Source: an optimization exercise on an open RTL-to-GDS flow (aim: small area). Production flows keep margins and buffers that such runs may drop. In this exercise RTL edits were held to simulation tests only and were not proved equivalent to the original. No activity file was given, so power comes from the tool's default toggle rates.

// gshare_predictor
module gshare_predictor #(
    parameter int HISTORY_BITS = 8,
    parameter int BTB_ENTRIES  = 16
) (
    input  logic                    clk,
    input  logic                    rst,
    input  logic                    fetch_valid,
    input  logic                    fetch_fire,
    input  logic [31:0]             fetch_pc,
    output logic                    pred_valid,
    output logic                    pred_taken,
    output logic [31:0]             pred_target,
    output logic [HISTORY_BITS-1:0] pred_index,
    input  logic                    commit_valid,
    input  logic                    commit_pred_valid,
    input  logic [HISTORY_BITS-1:0] commit_index,
    input  logic                    commit_taken,
    input  logic [31:0]             commit_pc,
    input  logic [31:0]             commit_target,
    input  logic                    flush
);
Settings: LEC_CHECK=0, CAP_MARGIN=20, CORE_MARGIN=2, CORE_UTILIZATION=70, CTS_CLUSTER_DIAMETER=100, CTS_CLUSTER_SIZE=28, SETUP_SLACK_MARGIN=0.3, SLEW_MARGIN=20, SYNTH_HIERARCHICAL=1; clock period 7.0 ns.
standard.sh (not shown) runs the stock make flow with config.mk's settings and CLKGATE_MAP_FILE= SYNTH_SCRIPT=/design/flow/synth_recipe.tcl, a recipe that flattens the netlist after the stock synthesis.
==> flow/flow/run.sh <==
#!/bin/bash
set -euo pipefail
export BUFFER_PORTS_ARGS="-buffer_cell sky130_fd_sc_hd__buf_1"
bash standard.sh > standard.log 2>&1
The first run finished with timing, DRC and antenna clean.
Rerun with:
--- a/flow/config.mk
+++ b/flow/config.mk
@@ -8,5 +8,5 @@
 export CAP_MARGIN = 20
 export CORE_MARGIN = 2
-export CORE_UTILIZATION = 70
+export CORE_UTILIZATION = 55
 export CTS_CLUSTER_DIAMETER = 100
 export CTS_CLUSTER_SIZE = 28
Result: The new run finished clean; non-clock buffer count goes down by 6; total power goes down slightly; routed wire length goes up by a few percent; final cell count goes up by a few percent; die area goes up by a quarter to a third; maximum frequency goes down slightly; combinational power goes down slightly; cell area goes up slightly; hold slack is about the same.
Rerun with:
--- a/flow/config.mk
+++ b/flow/config.mk
@@ -11,5 +11,6 @@
 export CTS_CLUSTER_DIAMETER = 100
 export CTS_CLUSTER_SIZE = 28
-export SETUP_SLACK_MARGIN = 0.3
+export PLACE_DENSITY = 0.8
+export SETUP_SLACK_MARGIN = 0.0
 export SLEW_MARGIN = 20
 export SYNTH_HIERARCHICAL = 1
Sequential share of layout area went up by 0.22 points.
Core utilization fell by 0.27 points.
Critical path depth does not change.
Routed wire length goes down by 3.7%.
Synthesized area stays the same.
Clock skew goes up by 0.036 ns.
Final area drops by 0.44%.
Total power increases by 0.31%.
Worst hold slack barely changes.
Clock-buffer cell count stays the same.
Setup slack degrades by 0.13 ns.

========
== JK ==
Another version of the RTL of gshare_predictor (not shown whole).
Size in the first run: ~3900 cells after synthesis, about 1500 flip-flops, ~150 I/O pins.
// gshare_predictor
module gshare_predictor #(
    parameter int HISTORY_BITS = 8,
    parameter int BTB_ENTRIES  = 16
) (
    input  logic                    clk,
    input  logic                    rst,
    input  logic                    fetch_valid,
    input  logic                    fetch_fire,
    input  logic [31:0]             fetch_pc,
    output logic                    pred_valid,
    output logic                    pred_taken,
    output logic [31:0]             pred_target,
    output logic [HISTORY_BITS-1:0] pred_index,
    input  logic                    commit_valid,
    input  logic                    commit_pred_valid,
    input  logic [HISTORY_BITS-1:0] commit_index,
    input  logic                    commit_taken,
    input  logic [31:0]             commit_pc,
    input  logic [31:0]             commit_target,
    input  logic                    flush
);
    localparam int BI          = $clog2(BTB_ENTRIES);
    localparam int PHT_ENTRIES = 1 << HISTORY_BITS;
    localparam int TAG_W       = 32 - BI - 2;
    logic [PHT_ENTRIES-1:0]  pht_dir_r;
    logic [PHT_ENTRIES-1:0]  pht_str_r;
    logic [BTB_ENTRIES-1:0]  btb_valid_r;
    logic [TAG_W-1:0]        btb_tag_r    [0:BTB_ENTRIES-1];
    logic [31:0]             btb_target_r [0:BTB_ENTRIES-1];
    logic [HISTORY_BITS-1:0] spec_ghr_r;
    logic [HISTORY_BITS-1:0] arch_ghr_r;
    logic [HISTORY_BITS-1:0] idx_s;
    logic [BI-1:0]           fetch_set_s;
    logic [TAG_W-1:0]        fetch_tag_s;
    logic                    hit_s;
    logic [HISTORY_BITS-1:0] arch_next_s;
    logic [BI-1:0]           commit_set_s;
    logic [TAG_W-1:0]        commit_tag_s;
    logic                    unused_s;
    assign unused_s     = ^{fetch_pc[1:0], commit_pc[1:0]};
    assign commit_set_s = commit_pc[BI+1:2];
    assign commit_tag_s = commit_pc[31:BI+2];
    assign fetch_set_s = fetch_pc[BI+1:2];
    assign fetch_tag_s = fetch_pc[31:BI+2];
    assign idx_s       = fetch_pc[HISTORY_BITS+1:2] ^ spec_ghr_r;
    assign hit_s       = btb_valid_r[fetch_set_s] && (btb_tag_r[fetch_set_s] == fetch_tag_s);
  ...
==> flow/config.mk <==
export PLATFORM = sky130hd
export DESIGN_NAME = gshare_predictor
export DESIGN_NICKNAME = gshare_predictor
export VERILOG_FILES = /design/flow/design.v
export SDC_FILE = /design/flow/constraint.sdc
export NUM_CORES = 4
export LEC_CHECK = 0
export CAP_MARGIN = 20
export CORE_MARGIN = 2
export CORE_UTILIZATION = 55
export CTS_CLUSTER_DIAMETER = 100
export CTS_CLUSTER_SIZE = 28
export SETUP_SLACK_MARGIN = 0.3
export SLEW_MARGIN = 20
==> flow/constraint.sdc <==
create_clock -name core_clock -period 7.0 [get_ports {clk}]
set_input_delay 1.4000 -clock core_clock [delete_from_list [all_inputs] [get_ports {clk}]]
set_output_delay 1.4000 -clock core_clock [all_outputs]
set_load 0.01 [all_outputs]
Scripts as last shown in full above: flow/flow/run.sh
JK was carried through to the last stage, and its layout satisfied the timing, DRC and antenna checks.
> inputs changed (JK -> MS)
- SETUP_SLACK_MARGIN now 0.0, was 0.3
- SLEW_MARGIN now 10, was 20
- CAP_MARGIN now 10, was 20
- CORE_UTILIZATION now 40, was 55
==> flow/run.sh (new file) <==
#!/bin/bash
# synth_recipe.tcl (not shown) runs the flow's synth.tcl, then flattens the netlist and writes it again
# the make line also repeats each setting of config.mk as NAME=value (left out here)
make -C /OpenROAD-flow-scripts/flow DESIGN_CONFIG=/design/flow/config.mk WORK_HOME=/design/flow/orfs CLKGATE_MAP_FILE= SYNTH_SCRIPT=/design/flow/synth_recipe.tcl finish
removed: flow/flow/run.sh
removed: flow/standard.sh
[summary]
Of the two candidates, JK has the worse wire length of the first global-routing pass and MS the better one. Sum of met2 wire segment lengths after detailed routing went down by a few percent going from JK to MS. Between JK and MS, the part of the power in combinational logic is higher for MS. Placeable core region, MS vs JK: up by more than a quarter. In the flow results for JK and MS, the sequential share of layout area is smaller on MS. JK → MS: non-clock buffer count moved up, latest clock arrival within the worst-skew pair moved down, cell area after layout moved up. Fmax: MS < JK.
> inputs changed (MS -> AL)
- CAP_MARGIN changed from 10 to 20
- CTS_CLUSTER_SIZE changed from 28 to 32
- SLEW_MARGIN changed from 10 to 20
- CORE_UTILIZATION changed from 40 to 70
- SETUP_SLACK_MARGIN changed from 0.0 to 0.3
==> flow/flow/run.sh (new file) <==
#!/bin/bash
set -euo pipefail
export BUFFER_PORTS_ARGS="-buffer_cell sky130_fd_sc_hd__buf_1"
bash standard.sh > standard.log 2>&1
==> flow/standard.sh (new file) <==
#!/bin/bash
# synth_recipe.tcl (not shown) runs the flow's synth.tcl, then flattens the netlist and writes it again
# the make line also repeats each setting of config.mk as NAME=value (left out here)
make -C /OpenROAD-flow-scripts/flow DESIGN_CONFIG=/design/flow/config.mk WORK_HOME=/design/flow/orfs CLKGATE_MAP_FILE= SYNTH_SCRIPT=/design/flow/synth_recipe.tcl "${@:-finish}"
removed: flow/run.sh
Summary of the comparison: routed wire length is lower in AL, relative to MS.
Between MS and AL, the flow reports detailed-route vias per instance increasing by more than 10%.
Count of inserted antenna diode cells: AL > MS
Higher transition time at the pin with the least slew margin was reported by MS, not AL.
| area share of buffers outside the clock network | higher: MS |
### AL -> TR
- a change of CTS_CLUSTER_SIZE from 32 to 28
- a change of CORE_UTILIZATION from 70 to 40
==> flow/flow/run.sh <==
#!/bin/bash
set -euo pipefail
export BUFFER_PORTS_ARGS="-buffer_cell sky130_fd_sc_hd__buf_2"
bash standard.sh > standard.log 2>&1
[summary]
- The maximum clock rate of TR is higher than that of AL.
- Worst slew margin relative to its limit for TR: 0.35 points down relative to AL
- | number of cell instances on the worst register-to-register path | lower: AL |
- TR: fraction of power consumed by combinational cells is 0.2 points higher than what AL reported.
- Going from AL to TR, first-pass GRT wire length grows by 4.4%.
- Reported for AL and TR, number of routed nets with antenna violations turned out identical to the last digit.
- Looking at total met2 wirelength after detailed routing, TR sits 0.55% lower than AL does.
- Looking only at worst setup slack, and setting everything else aside, the higher value of AL and TR goes to TR.

========
gshare_predictor again, from the RTL that the note above started with.
clock: 7.0 ns
lec_check: 0
cap_margin: 20
core_margin: 2
core_utilization: 70
cts_cluster_diameter: 100
cts_cluster_size: 28
setup_slack_margin: 0.3
slew_margin: 20
==> flow/flow/run.sh <==
#!/bin/bash
set -euo pipefail
export BUFFER_PORTS_ARGS="-buffer_cell sky130_fd_sc_hd__buf_1"
bash standard.sh > standard.log 2>&1
Rerun with:
--- a/flow/config.mk
+++ b/flow/config.mk
@@ -9,3 +9,3 @@
 export CORE_MARGIN = 2
-export CORE_UTILIZATION = 70
+export CORE_UTILIZATION = 40
 export CTS_CLUSTER_DIAMETER = 100
The new run finished with timing, DRC and antenna clean.
Routed wire length went up by about 4.5%.
Worst hold slack degrades by 0.0081 ns.
Worst setup slack gains 0.11 ns.
Register-to-register slack improves by 0.23 ns.
Area after synthesis is unchanged.
Clock power goes up by 5.1%.

========
Starting RTL as in the previous note.
==> flow/design.v (excerpt) <==
module gshare_predictor #(
    parameter int HISTORY_BITS = 8,
    parameter int BTB_ENTRIES  = 16
) (
    input  logic                    clk,
    input  logic                    rst,
    input  logic                    fetch_valid,
    input  logic                    fetch_fire,
    input  logic [31:0]             fetch_pc,
    output logic                    pred_valid,
    output logic                    pred_taken,
    output logic [31:0]             pred_target,
    output logic [HISTORY_BITS-1:0] pred_index,
    input  logic                    commit_valid,
    input  logic                    commit_pred_valid,
    input  logic [HISTORY_BITS-1:0] commit_index,
    input  logic                    commit_taken,
    input  logic [31:0]             commit_pc,
    input  logic [31:0]             commit_target,
    input  logic                    flush
);
Settings: LEC_CHECK=0, CAP_MARGIN=20, CORE_MARGIN=2, CORE_UTILIZATION=40, CTS_CLUSTER_DIAMETER=100, CTS_CLUSTER_SIZE=25, SETUP_SLACK_MARGIN=0.3, SLEW_MARGIN=20; clock period 7.0 ns.
run.sh (not shown) runs the stock make flow with config.mk's settings and CLKGATE_MAP_FILE= SYNTH_SCRIPT=/design/flow/synth_recipe.tcl, a recipe that flattens the netlist after the stock synthesis.
Stock flow here: none of the scripts above is used.
Rerun with:
--- a/flow/config.mk
+++ b/flow/config.mk
@@ -11,2 +10,0 @@
-export CTS_CLUSTER_DIAMETER = 100
-export CTS_CLUSTER_SIZE = 25
Outcome: Worst hold slack degrades by 0.010 ns; clock power came out higher by 69%; die area is unchanged; via count increases by 2.3%; synthesized area does not change; cell count is higher by 2.9%.
Rerun with:
--- a/flow/config.mk
+++ b/flow/config.mk
@@ -10 +10,3 @@
-export CORE_UTILIZATION = 40
+export CORE_UTILIZATION = 60
+export CTS_CLUSTER_DIAMETER = 60
+export CTS_CLUSTER_SIZE = 32
Effect: The new run passed the timing, DRC and antenna checks; die area is lower by about 33%; utilization came out higher by 22 points; cell count goes down by about 12%; worst setup slack degrades by 0.044 ns; clock power went down by about 13%; maximum frequency decreases by about 0.66%; synthesized cell count stays the same; wire length shrinks by about 2%.
Rerun with:
--- a/flow/config.mk
+++ b/flow/config.mk
@@ -10,3 +10,3 @@
-export CORE_UTILIZATION = 60
-export CTS_CLUSTER_DIAMETER = 60
-export CTS_CLUSTER_SIZE = 32
+export CORE_UTILIZATION = 40
+export CTS_CLUSTER_DIAMETER = 100
+export CTS_CLUSTER_SIZE = 28
Worst setup slack gains 0.037 ns.
Area after synthesis stays the same.
Synthesized cell count stays the same.
Sequential power stays flat.
Non-clock buffer count came out lower by 9.
Wire length came out higher slightly.
Sequential share of layout area came out higher by 1.3 points.
Global-route usage came out lower by 9.6 points.
Final area came out lower by a few percent.
Clock power came out lower by well over a third.

========
The RTL this note starts from:
==> flow/design.v <==
module gshare_predictor_sel4 (
    input  logic [3:0] d,
    input  logic [3:0] oh,
    output logic       y
);
    assign y = |(d & oh);
endmodule
module gshare_predictor_or4 (
    input  logic [3:0] a,
    output logic       y
);
    assign y = |a;
endmodule
module gshare_predictor_sel16 (
    input  logic [15:0] d,
    input  logic [15:0] oh,
    output logic        y
);
    logic [3:0] q;
    for (genvar k = 0; k < 4; k++) begin : g_q
        gshare_predictor_sel4 u_q (.d(d[4*k +: 4]), .oh(oh[4*k +: 4]), .y(q[k]));
    end
    gshare_predictor_or4 u_or (.a(q), .y(y));
endmodule
module gshare_predictor_pht_next (
    input  logic row_n,
    input  logic row_up_n,
    input  logic row_dn_n,
    input  logic col_n,
    input  logic taken,
    input  logic dir,
    input  logic str,
    output logic dir_nx,
    output logic str_nx
);
    assign dir_nx = ~((row_up_n | col_n | str) & ~(dir & (row_dn_n | col_n | str)));
    assign str_nx = (~row_n & ~col_n) ? (taken ~^ dir) : str;
endmodule
module gshare_predictor #(
    parameter int HISTORY_BITS = 8,
    parameter int BTB_ENTRIES  = 16
) (
    input  logic                    clk,
    input  logic                    rst,
    input  logic                    fetch_valid,
    input  logic                    fetch_fire,
    input  logic [31:0]             fetch_pc,
    output logic                    pred_valid,
    output logic                    pred_taken,
    output logic [31:0]             pred_target,
    output logic [HISTORY_BITS-1:0] pred_index,
    input  logic                    commit_valid,
    input  logic                    commit_pred_valid,
    input  logic [HISTORY_BITS-1:0] commit_index,
    input  logic                    commit_taken,
    input  logic [31:0]             commit_pc,
    input  logic [31:0]             commit_target,
    input  logic                    flush
);
    localparam int BI          = $clog2(BTB_ENTRIES);
    localparam int PHT_ENTRIES = 1 << HISTORY_BITS;
    localparam int TAG_W       = 32 - BI - 2;
    logic [PHT_ENTRIES-1:0]  pht_dir_r;
    logic [PHT_ENTRIES-1:0]  pht_str_r;
    logic [BTB_ENTRIES-1:0]  btb_valid_r;
    logic [TAG_W-1:0]        btb_tag_r    [0:BTB_ENTRIES-1];
    logic [31:0]             btb_target_r [0:BTB_ENTRIES-1];
    logic [HISTORY_BITS-1:0] spec_ghr_r;
    logic [HISTORY_BITS-1:0] arch_ghr_r;
    logic [HISTORY_BITS-1:0] idx_s;
    logic [BI-1:0]           fetch_set_s;
    logic [TAG_W-1:0]        fetch_tag_s;
    logic                    hit_s;
    logic [HISTORY_BITS-1:0] arch_next_s;
    logic [BI-1:0]           commit_set_s;
    logic [TAG_W-1:0]        commit_tag_s;
    logic                    unused_s;
    assign unused_s     = ^{fetch_pc[1:0], commit_pc[1:0]};
    assign commit_set_s = commit_pc[BI+1:2];
    assign commit_tag_s = commit_pc[31:BI+2];
    assign fetch_set_s = fetch_pc[BI+1:2];
    assign fetch_tag_s = fetch_pc[31:BI+2];
    assign idx_s       = fetch_pc[HISTORY_BITS+1:2] ^ spec_ghr_r;
    logic [BTB_ENTRIES-1:0] fset_oh_s;
    logic [TAG_W-1:0]       rd_tag_s;
    logic [31:0]            rd_target_s;
    logic                   rd_valid_s;
    always_comb begin
        for (int s = 0; s < BTB_ENTRIES; s++) fset_oh_s[s] = (fetch_set_s == s);
    end
    for (genvar b = 0; b < TAG_W; b++) begin : g_rd_tag
        logic [BTB_ENTRIES-1:0] col;
        always_comb begin
            for (int s = 0; s < BTB_ENTRIES; s++) col[s] = btb_tag_r[s][b];
        end
        gshare_predictor_sel16 u_sel (.d(col), .oh(fset_oh_s), .y(rd_tag_s[b]));
    end
    for (genvar b = 0; b < 32; b++) begin : g_rd_target
        logic [BTB_ENTRIES-1:0] col;
        always_comb begin
            for (int s = 0; s < BTB_ENTRIES; s++) col[s] = btb_target_r[s][b];
        end
        gshare_predictor_sel16 u_sel (.d(col), .oh(fset_oh_s), .y(rd_target_s[b]));
    end
    gshare_predictor_sel16 u_rd_valid (.d(btb_valid_r), .oh(fset_oh_s), .y(rd_valid_s));
    assign hit_s = rd_valid_s && (rd_tag_s == fetch_tag_s);
    logic [15:0] idx_lo_oh_s, idx_hi_oh_s, pht_grp_s;
    logic        rd_dir_s;
    always_comb begin
        for (int k = 0; k < 16; k++) begin
            idx_lo_oh_s[k] = (idx_s[3:0] == k);
            idx_hi_oh_s[k] = (idx_s[7:4] == k);
        end
    end
    for (genvar g = 0; g < 16; g++) begin : g_rd_pht
        gshare_predictor_sel16 u_sel (.d(pht_dir_r[16*g +: 16]), .oh(idx_lo_oh_s), .y(pht_grp_s[g]));
    end
    gshare_predictor_sel16 u_rd_pht (.d(pht_grp_s), .oh(idx_hi_oh_s), .y(rd_dir_s));
    assign pred_valid  = fetch_valid & hit_s;
    assign pred_taken  = fetch_valid & hit_s & rd_dir_s;
    assign pred_index  = fetch_valid ? idx_s : {HISTORY_BITS{1'b0}};
    assign pred_target = hit_s ? rd_target_s : 32'h0000_0000;
    assign arch_next_s = (commit_valid && commit_pred_valid) ?
                         {arch_ghr_r[HISTORY_BITS-2:0], commit_taken} : arch_ghr_r;
    always_ff @(posedge clk or posedge rst) begin
        if (rst) begin
            spec_ghr_r <= {HISTORY_BITS{1'b0}};
            arch_ghr_r <= {HISTORY_BITS{1'b0}};
        end else begin
            arch_ghr_r <= arch_next_s;
            if (flush) begin
                spec_ghr_r <= arch_next_s;
            end else if (fetch_fire && pred_valid) begin
                spec_ghr_r <= {spec_ghr_r[HISTORY_BITS-2:0], pred_taken};
            end
        end
    end
    logic [15:0]            row_n_s, row_up_n_s, row_dn_n_s, col_n_s;
    logic [PHT_ENTRIES-1:0] pht_dir_nx_s, pht_str_nx_s;
    always_comb begin
        for (int k = 0; k < 16; k++) begin
            row_n_s[k]    = ~(commit_valid & (commit_index[7:4] == k));
            row_up_n_s[k] = ~(commit_valid & commit_taken & (commit_index[7:4] == k));
            row_dn_n_s[k] = ~(commit_valid & ~commit_taken & (commit_index[7:4] == k));
            col_n_s[k]    = ~(commit_index[3:0] == k);
        end
    end
    for (genvar i = 0; i < PHT_ENTRIES; i++) begin : g_pht
        gshare_predictor_pht_next u_nx (
            .row_n   (row_n_s[i/16]),
            .row_up_n(row_up_n_s[i/16]),
            .row_dn_n(row_dn_n_s[i/16]),
            .col_n   (col_n_s[i%16]),
            .taken   (commit_taken),
            .dir     (pht_dir_r[i]),
            .str     (pht_str_r[i]),
            .dir_nx  (pht_dir_nx_s[i]),
            .str_nx  (pht_str_nx_s[i])
        );
    end
    always_ff @(posedge clk or posedge rst) begin
        if (rst) begin
            pht_dir_r <= {PHT_ENTRIES{1'b0}};
            pht_str_r <= {PHT_ENTRIES{1'b0}};
        end else begin
            pht_dir_r <= pht_dir_nx_s;
            pht_str_r <= pht_str_nx_s;
        end
    end
    always_ff @(posedge clk or posedge rst) begin
        if (rst) begin
            btb_valid_r <= {BTB_ENTRIES{1'b0}};
        end else if (commit_valid && commit_taken) begin
            btb_valid_r[commit_set_s] <= 1'b1;
        end
    end
    always_ff @(posedge clk) begin
        if (commit_valid && commit_taken) begin
            btb_tag_r[commit_set_s]    <= commit_tag_s;
            btb_target_r[commit_set_s] <= commit_target;
        end
    end
endmodule
Settings: LEC_CHECK=0, CAP_MARGIN=20, CORE_MARGIN=2, CORE_UTILIZATION=70, CTS_CLUSTER_DIAMETER=100, CTS_CLUSTER_SIZE=28, SETUP_SLACK_MARGIN=0.3, SLEW_MARGIN=20, SYNTH_HIERARCHICAL=1; clock period 7.0 ns.
The first run produced a clean layout.
Then changed:
==> flow/flow/run.sh (new file) <==
#!/bin/bash
set -euo pipefail
export BUFFER_PORTS_ARGS="-buffer_cell sky130_fd_sc_hd__buf_1"
bash standard.sh > standard.log 2>&1
==> flow/standard.sh (new file) <==
#!/bin/bash
# synth_recipe.tcl (not shown) runs the flow's synth.tcl, then flattens the netlist and writes it again
# the make line also repeats each setting of config.mk as NAME=value (left out here)
make -C /OpenROAD-flow-scripts/flow DESIGN_CONFIG=/design/flow/config.mk WORK_HOME=/design/flow/orfs CLKGATE_MAP_FILE= SYNTH_SCRIPT=/design/flow/synth_recipe.tcl "${@:-finish}"
removed: flow/run.sh
Outcome:
- worst setup slack loses 19 ps
- count of clock-buffer cells in the layout rises by 12
- final area came out lower by a few percent
- final cell count goes down by a few percent
- register-to-register slack loses 230 ps
- total power decreases slightly
- wire length drops by a few percent

-- what the ideal ports hide --
In the flow no input, the clock included, has a driving cell. The finished layouts below were timed again as built, in two steps.
Step 1: set_driving_cell puts a clkbuf_16 on clk and a buf_2 on each other input, an assumption about the parent block.
Step 2 adds t to the input delays and takes it off the output delays; t is the mean of the earliest and latest rising clock arrival at the registers after step 1. Input paths then give back, and output paths get back, about the clock's delay inside the block.
Three values: ideal ports, drivers, drivers and shift; two values: the first two.
run | t, ns | setup slack, ns | clock arrival spread, ns
the first run of note 1 | 0.792 | 0.365 / 0.269 / 0.269 | 0.037 / 0.038
the second run of note 1 | 0.814 | 0.339 / 0.315 / 0.126 | 0.035 / 0.035
the third run of note 1 | 0.815 | 0.210 / 0.134 / 0.134 | 0.069 / 0.068
JK | 0.800 | 0.606 / 0.579 / 0.579 | 0.079 / 0.079
MS | 0.784 | 0.456 / 0.419 / 0.419 | 0.103 / 0.102
AL | 0.738 | 0.467 / 0.433 / 0.433 | 0.030 / 0.030
TR | 0.788 | 0.642 / 0.572 / 0.572 | 0.048 / 0.048
the first run of note 3 | 0.746 | 0.461 / 0.428 / 0.428 | 0.043 / 0.043
the second run of note 3 | 0.784 | 0.568 / 0.512 / 0.512 | 0.069 / 0.069
the first run of note 4 | 0.772 | 0.442 / 0.388 / 0.388 | 0.046 / 0.046
the second run of note 4 | 0.853 | 0.445 / 0.391 / 0.391 | 0.044 / 0.044
the third run of note 4 | 0.792 | 0.401 / 0.352 / 0.352 | 0.037 / 0.037
the fourth run of note 4 | 0.802 | 0.438 / 0.384 / 0.384 | 0.080 / 0.080
the first run of note 5 | 0.755 | 0.369 / 0.344 / 0.344 | 0.048 / 0.048
the second run of note 5 | 0.763 | 0.350 / 0.275 / 0.275 | 0.052 / 0.052
After both steps every run listed still meets setup and hold. For the second run of note 1, which loses most, drivers alone change the setup slack by -0.024 ns; drivers and shift together by -0.213 ns.
